This is an optimization exercise on Yosys and OpenROAD, whose aim is small area and few clock cycles per item, not a production implementation. For this run, only the layout was checked, not whether the RTL still works. Power is estimated from default activity; no workload was simulated.

File: flow/config.mk
export PLATFORM = sky130hd
export DESIGN_NAME = range_negotiation_ack_barrier_unit
export DESIGN_NICKNAME = range_negotiation_ack_barrier_unit
export VERILOG_FILES = /design/flow/design.v
export SDC_FILE = /design/flow/constraint.sdc
export NUM_CORES = 4
export LEC_CHECK = 0
export CAP_MARGIN = 20
export CORE_MARGIN = 2
export CORE_UTILIZATION = 40
export SLEW_MARGIN = 20
File: flow/constraint.sdc
create_clock -name core_clock -period 6.5 [get_ports {clk}]
set_input_delay 1.3000 -clock core_clock [delete_from_list [all_inputs] [get_ports {clk}]]
set_output_delay 1.3000 -clock core_clock [all_outputs]
set_load 0.01 [all_outputs]
File: flow/design.v
`timescale 1ns / 1ps
package rnab_pkg;
    localparam int MAX_RANKS  = 64;
    localparam int RANK_W     = 7;
    localparam int SRC_W      = 8;
    localparam int ROUND_W    = 32;
    localparam int MAP_W      = MAX_RANKS;
    localparam int BIT_IDX_W  = $clog2(MAX_RANKS);
    localparam int PADDR_W    = 3;
    localparam int PDATA_W    = 32;
    localparam int FIFO_DEPTH = 4;
    localparam int FIFO_PTR_W = $clog2(FIFO_DEPTH);
    localparam int FIFO_CNT_W = FIFO_PTR_W + 1;
    localparam int RESULT_W   = 3 + 3 + ROUND_W + 2 + 2 + 1;
    localparam logic [RANK_W-1:0] RESP_SAT       = {RANK_W{1'b1}};
    localparam logic [RANK_W-1:0] RANK_TOTAL_RST = RANK_W'(1);
    localparam logic [RANK_W-1:0] MAX_RANKS_V    = RANK_W'(MAX_RANKS);
    localparam logic REG_RANK_TOTAL = 1'b0;
    localparam logic [1:0] ACT_INITIATE = 2'd0;
    localparam logic [1:0] ACT_PIVOT    = 2'd1;
    localparam logic [1:0] ACT_ACK      = 2'd2;
    localparam logic [1:0] ACT_EPOCH    = 2'd3;
    localparam logic [2:0] KIND_PIVOTS  = 3'd0;
    localparam logic [2:0] KIND_ACKS    = 3'd1;
    localparam logic [2:0] KIND_RELEASE = 3'd2;
    localparam logic [2:0] KIND_NONE    = 3'd3;
    localparam logic [2:0] KIND_ERROR   = 3'd4;
    localparam logic [2:0] ERR_NONE        = 3'd0;
    localparam logic [2:0] ERR_PIVOT_ROUND = 3'd1;
    localparam logic [2:0] ERR_ACK_ROUND   = 3'd2;
    localparam logic [2:0] ERR_BAD_SENDER  = 3'd3;
    localparam logic [2:0] ERR_DUP_ACK     = 3'd4;
    localparam logic [2:0] ERR_BAD_STATE   = 3'd5;
    localparam logic [2:0] ERR_RESET_RENEG = 3'd6;
    localparam logic [1:0] PCODE_INIT   = 2'd0;
    localparam logic [1:0] PCODE_READY  = 2'd1;
    localparam logic [1:0] PCODE_RENEGO = 2'd2;
    localparam logic [1:0] PCODE_ACK    = 2'd3;
    typedef enum logic [3:0] {
        PH_INIT   = 4'b0001,
        PH_READY  = 4'b0010,
        PH_RENEGO = 4'b0100,
        PH_ACK    = 4'b1000
    } phase_t;
    typedef struct packed {
        logic [2:0]         kind;
        logic [2:0]         error_code;
        logic [ROUND_W-1:0] round;
        logic [1:0]         phase;
        logic [1:0]         prev_phase;
        logic               last;
    } result_t;
    function automatic logic [1:0] phase_code(input logic [3:0] ph);
        logic [1:0] code;
        case (ph)
            4'b0001: code = 2'd0;
            4'b0010: code = 2'd1;
            4'b0100: code = 2'd2;
            4'b1000: code = 2'd3;
            default: code = 2'd0;
        endcase
        phase_code = code;
    endfunction
endpackage
`timescale 1ns / 1ps
module rnab_cfg (
    input  logic                          clk,
    input  logic                          rst_n,
    input  logic                          psel,
    input  logic                          penable,
    input  logic                          pwrite,
    input  logic [rnab_pkg::PADDR_W-1:0]  paddr,
    input  logic [rnab_pkg::PDATA_W-1:0]  pwdata,
    output logic [rnab_pkg::PDATA_W-1:0]  prdata,
    output logic                          pready,
    output logic [rnab_pkg::RANK_W-1:0]   rank_total
);
    logic [rnab_pkg::RANK_W-1:0] rank_total_reg;
    logic                        sel_rank_total;
    assign sel_rank_total = (paddr[2] == rnab_pkg::REG_RANK_TOTAL);
    assign pready         = 1'b1;
    assign rank_total     = rank_total_reg;
    always_ff @(posedge clk or negedge rst_n)
    begin
        if (!rst_n)
        begin
            rank_total_reg <= rnab_pkg::RANK_TOTAL_RST;
        end
        else if (psel && penable && pwrite && sel_rank_total)
        begin
            rank_total_reg <= pwdata[rnab_pkg::RANK_W-1:0];
        end
    end
    always_comb
    begin
        prdata = '0;
        if (sel_rank_total)
        begin
            prdata = rnab_pkg::PDATA_W'(rank_total_reg);
        end
    end
endmodule
`timescale 1ns / 1ps
module rnab_core (
    input  logic                          clk,
    input  logic                          rst_n,
    input  logic                          step,
    input  logic [1:0]                    action,
    input  logic [rnab_pkg::SRC_W-1:0]    sender,
    input  logic [rnab_pkg::ROUND_W-1:0]  msg_round,
    input  logic [rnab_pkg::RANK_W-1:0]   rank_total,
    output rnab_pkg::result_t             res0,
    output rnab_pkg::result_t             res1,
    output logic                          two
);
    rnab_pkg::phase_t                cur_phase_reg,        cur_phase_next;
    rnab_pkg::phase_t                earlier_phase_reg,    earlier_phase_next;
    logic [rnab_pkg::ROUND_W-1:0]    pivot_round_reg,      pivot_round_next;
    logic [rnab_pkg::ROUND_W-1:0]    ack_round_reg,        ack_round_next;
    logic [rnab_pkg::RANK_W-1:0]     responders_reg,       responders_next;
    logic [rnab_pkg::MAP_W-1:0]      acked_now_reg,        acked_now_next;
    logic [rnab_pkg::MAP_W-1:0]      acked_next_reg,       acked_next_next;
    logic [rnab_pkg::RANK_W-1:0]     acked_now_count_reg,  acked_now_count_next;
    logic [rnab_pkg::RANK_W-1:0]     acked_next_count_reg, acked_next_count_next;
    logic [rnab_pkg::RANK_W-1:0]     n_eff;
    logic                            bad_sender;
    logic                            pivot_begin;
    logic [rnab_pkg::RANK_W-1:0]     resp_base;
    logic [rnab_pkg::RANK_W-1:0]     resp_inc;
    logic                            pivot_done;
    logic                            ack_is_next;
    logic                            ack_is_now;
    logic [rnab_pkg::MAP_W-1:0]      ack_bit;
    logic [rnab_pkg::RANK_W:0]       now_cnt;
    logic                            ack_complete;
    logic [rnab_pkg::MAP_W-1:0]      next_map_upd;
    logic [rnab_pkg::RANK_W-1:0]     next_cnt_upd;
    logic                            is_error;
    logic [2:0]                      err;
    logic                            two_c;
    assign n_eff = (rank_total > rnab_pkg::MAX_RANKS_V) ? rnab_pkg::MAX_RANKS_V : rank_total;
    assign bad_sender = (sender >= rnab_pkg::SRC_W'(n_eff));
    assign pivot_begin = (cur_phase_reg != rnab_pkg::PH_RENEGO);
    assign resp_base   = pivot_begin ? '0 : responders_reg;
    assign resp_inc    = (resp_base == rnab_pkg::RESP_SAT) ? resp_base
                                                           : resp_base + 1'b1;
    assign pivot_done  = (resp_inc >= n_eff);
    assign ack_is_next  = (msg_round == ack_round_reg + 1'b1);
    assign ack_is_now   = (msg_round == ack_round_reg);
    assign ack_bit      = rnab_pkg::MAP_W'(1) << sender[rnab_pkg::BIT_IDX_W-1:0];
    assign now_cnt      = ack_is_next ? {1'b0, acked_now_count_reg}
                                      : {1'b0, acked_now_count_reg} + 1'b1;
    assign ack_complete = (now_cnt >= {1'b0, n_eff});
    assign next_map_upd = ack_is_next ? (acked_next_reg | ack_bit) : acked_next_reg;
    assign next_cnt_upd = ack_is_next ? acked_next_count_reg + 1'b1
                                      : acked_next_count_reg;
    always_comb
    begin
        cur_phase_next        = cur_phase_reg;
        earlier_phase_next    = earlier_phase_reg;
        pivot_round_next      = pivot_round_reg;
        ack_round_next        = ack_round_reg;
        responders_next       = responders_reg;
        acked_now_next        = acked_now_reg;
        acked_next_next       = acked_next_reg;
        acked_now_count_next  = acked_now_count_reg;
        acked_next_count_next = acked_next_count_reg;
        is_error              = 1'b0;
        err                   = rnab_pkg::ERR_NONE;
        two_c                 = 1'b0;
        res0                  = '0;
        res1                  = '0;
        res0.kind             = rnab_pkg::KIND_NONE;
        res1.kind             = rnab_pkg::KIND_NONE;
        case (action)
            rnab_pkg::ACT_INITIATE:
            begin
                if (cur_phase_reg == rnab_pkg::PH_INIT || cur_phase_reg == rnab_pkg::PH_READY)
                begin
                    earlier_phase_next = cur_phase_reg;
                    cur_phase_next     = rnab_pkg::PH_RENEGO;
                    responders_next    = '0;
                    res0.kind          = rnab_pkg::KIND_PIVOTS;
                    res0.round         = pivot_round_reg;
                end
            end
            rnab_pkg::ACT_PIVOT:
            begin
                if (msg_round != pivot_round_reg)
                begin
                    is_error = 1'b1;
                    err      = rnab_pkg::ERR_PIVOT_ROUND;
                end
                else if (bad_sender)
                begin
                    is_error = 1'b1;
                    err      = rnab_pkg::ERR_BAD_SENDER;
                end
                else
                begin
                    responders_next = resp_inc;
                    if (pivot_begin)
                    begin
                        earlier_phase_next = cur_phase_reg;
                        cur_phase_next     = rnab_pkg::PH_RENEGO;
                        res0.kind          = rnab_pkg::KIND_PIVOTS;
                        res0.round         = pivot_round_reg;
                    end
                    if (pivot_done)
                    begin
                        pivot_round_next   = pivot_round_reg + 1'b1;
                        earlier_phase_next = rnab_pkg::PH_RENEGO;
                        cur_phase_next     = rnab_pkg::PH_ACK;
                        if (pivot_begin)
                        begin
                            two_c      = 1'b1;
                            res1.kind  = rnab_pkg::KIND_ACKS;
                            res1.round = ack_round_reg;
                        end
                        else
                        begin
                            res0.kind  = rnab_pkg::KIND_ACKS;
                            res0.round = ack_round_reg;
                        end
                    end
                end
            end
            rnab_pkg::ACT_ACK:
            begin
                if (!ack_is_now && !ack_is_next)
                begin
                    is_error = 1'b1;
                    err      = rnab_pkg::ERR_ACK_ROUND;
                end
                else if (bad_sender)
                begin
                    is_error = 1'b1;
                    err      = rnab_pkg::ERR_BAD_SENDER;
                end
                else if (ack_is_next ? |(acked_next_reg & ack_bit)
                                     : |(acked_now_reg & ack_bit))
                begin
                    is_error = 1'b1;
                    err      = rnab_pkg::ERR_DUP_ACK;
                end
                else if (ack_complete && cur_phase_reg != rnab_pkg::PH_ACK
                         && cur_phase_reg != rnab_pkg::PH_RENEGO)
                begin
                    is_error = 1'b1;
                    err      = rnab_pkg::ERR_BAD_STATE;
                end
                else if (ack_complete)
                begin
                    acked_now_next        = next_map_upd;
                    acked_now_count_next  = next_cnt_upd;
                    acked_next_next       = '0;
                    acked_next_count_next = '0;
                    ack_round_next        = ack_round_reg + 1'b1;
                    if (cur_phase_reg == rnab_pkg::PH_ACK)
                    begin
                        earlier_phase_next = cur_phase_reg;
                        cur_phase_next     = rnab_pkg::PH_READY;
                        res0.kind          = rnab_pkg::KIND_RELEASE;
                    end
                end
                else if (ack_is_next)
                begin
                    acked_next_next       = next_map_upd;
                    acked_next_count_next = next_cnt_upd;
                end
                else
                begin
                    acked_now_next       = acked_now_reg | ack_bit;
                    acked_now_count_next = now_cnt[rnab_pkg::RANK_W-1:0];
                end
            end
            rnab_pkg::ACT_EPOCH:
            begin
                if (cur_phase_reg == rnab_pkg::PH_RENEGO)
                begin
                    is_error = 1'b1;
                    err      = rnab_pkg::ERR_RESET_RENEG;
                end
                else
                begin
                    cur_phase_next = rnab_pkg::PH_INIT;
                end
            end
            default:
            begin
                is_error = 1'b0;
            end
        endcase
        if (is_error)
        begin
            cur_phase_next        = cur_phase_reg;
            earlier_phase_next    = earlier_phase_reg;
            pivot_round_next      = pivot_round_reg;
            ack_round_next        = ack_round_reg;
            responders_next       = responders_reg;
            acked_now_next        = acked_now_reg;
            acked_next_next       = acked_next_reg;
            acked_now_count_next  = acked_now_count_reg;
            acked_next_count_next = acked_next_count_reg;
            two_c                 = 1'b0;
            res0.kind             = rnab_pkg::KIND_ERROR;
            res0.error_code       = err;
            res0.round            = '0;
        end
        res0.phase      = rnab_pkg::phase_code(cur_phase_next);
        res0.prev_phase = rnab_pkg::phase_code(earlier_phase_next);
        res0.last       = !two_c;
        res1.phase      = res0.phase;
        res1.prev_phase = res0.prev_phase;
        res1.last       = 1'b1;
    end
    assign two = two_c;
    always_ff @(posedge clk or negedge rst_n)
    begin
        if (!rst_n)
        begin
            cur_phase_reg        <= rnab_pkg::PH_INIT;
            earlier_phase_reg    <= rnab_pkg::PH_INIT;
            pivot_round_reg      <= '0;
            ack_round_reg        <= '0;
            responders_reg       <= '0;
            acked_now_reg        <= '0;
            acked_next_reg       <= '0;
            acked_now_count_reg  <= '0;
            acked_next_count_reg <= '0;
        end
        else if (step)
        begin
            cur_phase_reg        <= cur_phase_next;
            earlier_phase_reg    <= earlier_phase_next;
            pivot_round_reg      <= pivot_round_next;
            ack_round_reg        <= ack_round_next;
            responders_reg       <= responders_next;
            acked_now_reg        <= acked_now_next;
            acked_next_reg       <= acked_next_next;
            acked_now_count_reg  <= acked_now_count_next;
            acked_next_count_reg <= acked_next_count_next;
        end
    end
endmodule
`timescale 1ns / 1ps
module rnab_fifo (
    input  logic                clk,
    input  logic                rst_n,
    input  logic                push,
    input  logic                push_two,
    input  rnab_pkg::result_t   din0,
    input  rnab_pkg::result_t   din1,
    input  logic                pop,
    output rnab_pkg::result_t   dout,
    output logic                out_valid,
    output logic                room
);
    logic [rnab_pkg::RESULT_W-1:0]     mem [rnab_pkg::FIFO_DEPTH];
    logic [rnab_pkg::FIFO_PTR_W-1:0]   wr_ptr_reg, wr_ptr_next;
    logic [rnab_pkg::FIFO_PTR_W-1:0]   rd_ptr_reg, rd_ptr_next;
    logic [rnab_pkg::FIFO_CNT_W-1:0]   count_reg,  count_next;
    logic [rnab_pkg::FIFO_CNT_W-1:0]   push_cnt;
    logic                              do_pop;
    assign do_pop    = pop && (count_reg != '0);
    assign push_cnt  = push ? (push_two ? rnab_pkg::FIFO_CNT_W'(2) : rnab_pkg::FIFO_CNT_W'(1))
                            : '0;
    assign out_valid = (count_reg != '0);
    assign dout      = mem[rd_ptr_reg];
    assign room      = (count_reg <= rnab_pkg::FIFO_CNT_W'(rnab_pkg::FIFO_DEPTH - 2));
    assign wr_ptr_next = wr_ptr_reg + push_cnt[rnab_pkg::FIFO_PTR_W-1:0];
    assign rd_ptr_next = rd_ptr_reg + rnab_pkg::FIFO_PTR_W'(do_pop);
    assign count_next  = count_reg + push_cnt - rnab_pkg::FIFO_CNT_W'(do_pop);
    always_ff @(posedge clk or negedge rst_n)
    begin
        if (!rst_n)
        begin
            wr_ptr_reg <= '0;
            rd_ptr_reg <= '0;
            count_reg  <= '0;
        end
        else
        begin
            wr_ptr_reg <= wr_ptr_next;
            rd_ptr_reg <= rd_ptr_next;
            count_reg  <= count_next;
        end
    end
    always_ff @(posedge clk)
    begin
        if (push)
        begin
            mem[wr_ptr_reg] <= din0;
            if (push_two)
            begin
                mem[wr_ptr_reg + 1'b1] <= din1;
            end
        end
    end
endmodule
`timescale 1ns / 1ps
module range_negotiation_ack_barrier_unit (
    input  logic                          clk,
    input  logic                          rst_n,
    input  logic                          in_valid,
    output logic                          in_ready,
    input  logic [1:0]                    action,
    input  logic [rnab_pkg::SRC_W-1:0]    sender,
    input  logic [rnab_pkg::ROUND_W-1:0]  msg_round,
    output logic                          out_valid,
    input  logic                          out_ready,
    output logic [2:0]                    kind,
    output logic [2:0]                    error_code,
    output logic [rnab_pkg::ROUND_W-1:0]  round,
    output logic [1:0]                    phase,
    output logic [1:0]                    prev_phase,
    output logic                          last,
    input  logic                          psel,
    input  logic                          penable,
    input  logic                          pwrite,
    input  logic [rnab_pkg::PADDR_W-1:0]  paddr,
    input  logic [rnab_pkg::PDATA_W-1:0]  pwdata,
    output logic [rnab_pkg::PDATA_W-1:0]  prdata,
    output logic                          pready
);
    logic                          in_valid_reg;
    logic [1:0]                    action_reg;
    logic [rnab_pkg::SRC_W-1:0]    sender_reg;
    logic [rnab_pkg::ROUND_W-1:0]  msg_round_reg;
    logic [rnab_pkg::RANK_W-1:0]   rank_total;
    logic                          step;
    logic                          room;
    logic                          two;
    rnab_pkg::result_t             res0;
    rnab_pkg::result_t             res1;
    rnab_pkg::result_t             head;
    assign step     = in_valid_reg && room;
    assign in_ready = !in_valid_reg || step;
    always_ff @(posedge clk or negedge rst_n)
    begin
        if (!rst_n)
        begin
            in_valid_reg <= 1'b0;
        end
        else if (in_ready)
        begin
            in_valid_reg <= in_valid;
        end
    end
    always_ff @(posedge clk)
    begin
        if (in_ready && in_valid)
        begin
            action_reg    <= action;
            sender_reg    <= sender;
            msg_round_reg <= msg_round;
        end
    end
    rnab_cfg u_cfg (
        .clk        (clk),
        .rst_n      (rst_n),
        .psel       (psel),
        .penable    (penable),
        .pwrite     (pwrite),
        .paddr      (paddr),
        .pwdata     (pwdata),
        .prdata     (prdata),
        .pready     (pready),
        .rank_total (rank_total)
    );
    rnab_core u_core (
        .clk        (clk),
        .rst_n      (rst_n),
        .step       (step),
        .action     (action_reg),
        .sender     (sender_reg),
        .msg_round  (msg_round_reg),
        .rank_total (rank_total),
        .res0       (res0),
        .res1       (res1),
        .two        (two)
    );
    rnab_fifo u_fifo (
        .clk       (clk),
        .rst_n     (rst_n),
        .push      (step),
        .push_two  (two),
        .din0      (res0),
        .din1      (res1),
        .pop       (out_ready),
        .dout      (head),
        .out_valid (out_valid),
        .room      (room)
    );
    assign kind       = head.kind;
    assign error_code = head.error_code;
    assign round      = head.round;
    assign phase      = head.phase;
    assign prev_phase = head.prev_phase;
    assign last       = head.last;
endmodule
File: flow/run.sh
#!/bin/bash
# synth_recipe.tcl (not shown) runs the flow's synth.tcl, then flattens the netlist and writes it again
# the make line also repeats each setting of config.mk as NAME=value (left out here)
make -C /OpenROAD-flow-scripts/flow DESIGN_CONFIG=/design/flow/config.mk WORK_HOME=/design/flow/orfs CLKGATE_MAP_FILE= SYNTH_SCRIPT=/design/flow/synth_recipe.tcl finish
==> summary.txt <==
Routing
  • Iteration-0 DRC Markers: 1891
  • Vias: 19.0k
  • 1st-pass router iterations: 6
  • Wirelength per Cell: 22.9 um
  • ANT nets after route: 0
  • Remaining DRCs: 0
  • Via/cell ratio: 5.94
  • Final wirelength: 73400 um

Min path
  • Hold worst-path end: u_fifo.mem[0][39]$_SDFFE_PP0P_
  • WHS Path Cells: 2
  • Hold path startpoint: u_fifo.mem[0][39]$_SDFFE_PP0P_
  • Worst hold path class: reg -> reg

Synthesis
  • Largest cells by area after synthesis: dfrtp_1, edfxtp_1, a22o_1
  • EDFF count, synth: 190
  • Flop and latch count out of synthesis: 450
  • Post-synth top flop: dfrtp_1
  • Sequential fraction of the synthesis area: 49.2%
  • Syn avg cell area: 10.5 um^2
  • Synth Warn #: 4
  • Netlist cell types: 92
  • Gate Count Post-Synth: 2337
  • Async S/R FF share, synth: 52.4%
  • Post-synthesis cell area: 0.0246 mm^2
  • Top cell type by total area after synthesis: dfrtp_1
  • Area fraction of the dominant cell type after synthesis: 23.7%

Critical path
  • CP required: 6.98 ns
  • R2R cell count: 24
  • CP arrival: 6.47 ns
  • R2r setup slk: 0.51 ns
  • Setup CP Type: reg -> reg
  • CP startpoint kind: flop
  • Reg2Reg Launch Point: u_core.ack_round_reg[5]$_DFFE_PN0P_
  • Crit path from: u_core.ack_round_reg[5]$_DFFE_PN0P_
  • CP max FO: 11
  • R2R Path End: u_fifo.count_reg[2]$_DFF_PN0_
  • CP Capture Type: flop

Place
  • HPWL after DPL: 48400 um
  • PortBufs: 108
  • Area of placed instances: 0.0264 mm^2
  • Final Wtd Congestion: 0.905

Pwr
  • PD cells: 349 mW/mm^2
  • Worst vdd ir: 0.219 mV
  • Final Power: 9.82 mW
  • LEAKAGE: 10.8 nW

Cells and area
  • Final nets: 2488
  • Final design utilization: 46.5%
  • Most common cell after layout, fill and taps aside: dfrtp_1
  • Number of flip-flops in the largest register: 172
  • Most frequent cells in the layout: dfrtp_1, nor2_1, nand2_1, edfxtp_1, a22o_1
  • Layout cell share with drive strength beyond 1: 12.1%
  • Final Cell Area: 0.0282 mm^2
  • Area Overhead vs Synth: 14.6%

Die
  • Die W: 252 um
  • # rows: 90
  • Die H: 252 um
  • DIE AREA: 0.0635 mm^2
  • Io pins: 162
  • Initial Util: 40.6%
  • Core Box Area: 0.0606 mm^2

STA
  • Fmax: 0.167 GHz
  • Slew HR: 20.3%
  • Clock period minus final worst setup slack: 5.99 ns
  • RSZ-0062 raised after global routing: no
  • Pins over their slew limit: 0
  • Pin slew with the least headroom to its limit: 1.19 ns
  • Post-route setup TNS: 0 ns
  • Setup violators final: 0
  • Clk_skew: 0.0566 ns
  • Tcrit/Tclk final: 92.1%
  • Hold Slack: 0.451 ns
  • Final Hold Viols: 0

Clock network
  • Max Root-Sink Buffers: 3
  • Clk sink count: 450
  • Root Buffer: clkbuf_16
  • H-tree depth: 2
  • TritonCTS buffer count: 51
  • CTS tree: built
  • Clk latency of the worst-skew pair: 0.62 ns
  • Clock-pin slew on the worst setup and hold paths: 0.06 ns

Global routing
  • Aggregate global-route resource usage: 22.9%
  • Largest net degree at the start of global routing: 130
  • Grt total ovfl: 0
  • Vias in the first global route: 18.7k
  • Initial antenna violation count: 2
  • First-pass GRT wire length: 113000 um

Job
  • Max-cap viol count: 0

Run status
  • Status: no timing/DRC/antenna violations
-- cell families after synthesis --
kind of cell / count (synthesis) / synth area share (%)
xor gates and xnor gates: 165 / 6.00
DFF: 450 / 49.2
buffers and inverters: 269 / 4.97
adders and majority gates: 32 / 1.66
AOI/OAI and AO/OA: 533 / 16.3
and+or+nand+nor: 803 / 16.1
other: 2 / 0.0305
muxes: 83 / 5.74
-- power breakdown --
part           internal, mW  total (mW)  switching (mW)
Sequential             3.52        3.88           0.355
Clock                  1.67        2.91            1.24
Combinational          1.35        3.03            1.69
-- stage by stage --
stage	setup WS (ns)	std cells
after detailed placement	0.384	3093
after floorplan	0.350	2361
final	0.511	3198
after global routing	0.0939	3196
after CTS	0.327	3188
after global placement	0.447	3093
-- routing by layer --
metal	GRT usage, %	wire [um]
met4	6.36	1730
met5	0	19
met3	3.87	4980
met2	37.6	34700
met1	31.3	31900
-- final cells by class --
type                       instances  area [um^2]
sequential                       450        12100
clock buffer                      65         1370
antenna                            2         5.00
clock inverter                    30          312
timing repair buffer             199         1840
fill                            5627        32400
inverter                          28          109
tap                              782          978
multi-input combinational       1642        11500
-- synthesized netlist by cell type, types with 44 or more instances --
| cell type | instances |
|---|---|
| nor2_1 | 234 |
| dfrtp_1 | 233 |
| nand2_1 | 206 |
| edfxtp_1 | 190 |
| clkbuf_1 | 149 |
| a22o_1 | 133 |
| a21oi_1 | 120 |
| nand3_1 | 105 |
| xor2_1 | 93 |
| xnor2_1 | 70 |
| o32a_1 | 59 |
| o21a_1 | 53 |
| o21ai_0 | 44 |
-- critical path: stages (launching register included) --
cell,delay [ns]
dfrtp_1,0.58
nand4_4,0.25
or4_1,0.61
buf_4,0.19
nor4_1,0.23
nor3_1,0.11
nor4_2,0.41
nand4_1,0.15
buf_4,0.19
xnor2_1,0.13
ha_1,0.29
nand2b_1,0.14
a21o_1,0.18
a21oi_1,0.12
o21ai_0,0.10
a21o_1,0.19
a21oi_1,0.26
o31a_2,0.33
o221a_4,0.22
and2_4,0.18
nand2_1,0.10
ha_1,0.34
inv_1,0.04
fa_1,0.37
xnor2_1,0.14
-- what timing repair did --
action / 4_1_cts / 5_1_grt
hold buffers: 0 / 0
endpoints found under the hold margin: 0 / 0
setup buffers: 0 / 8
setup endpoints to repair: 0 / 100
resized for setup: 0 / 3
-- worst max path at each step --
stage,to,cells after the start
after floorplan,u_fifo.mem[2][2]$_DFFE_PP_,21
after global placement,u_fifo.count_reg[2]$_DFF_PN0_,22
after detailed placement,u_fifo.count_reg[2]$_DFF_PN0_,22
after CTS,u_core.acked_next_reg[6]$_DFFE_PN0P_,20
after global routing,u_fifo.count_reg[2]$_DFF_PN0_,23
final,u_fifo.count_reg[2]$_DFF_PN0_,24

==> static timing again, ports no longer ideal <==
The flow's constraints put no driver on any port. The routed layout listed below was extracted and timed again, unchanged, in two steps.
Step 1 sets driving cells, clkbuf_16 on the clock port and buf_2 on the other inputs (assumed; they add their load-dependent delay and slew).
Step 2 times the ports against the registers' clock, not the clock port: input delays grow and output delays shrink by t, the midpoint of the rising clock arrivals with the driver on.
Slacks: ideal / step 1 / step 2; pairs: ideal / step 1.
shift t [ns]: 0.653
setup slack, ns: 0.511 / 0.511 / 0.511
worst hold slack (ns): 0.451 / 0.451 / 0.451
worst slew at a driven data input, ns: 0.06
cell pins on the clock port's net: 1
After both steps this run still meets setup and hold. For this run, drivers alone change the setup slack by 0.000 ns; drivers and shift together by 0.000 ns.
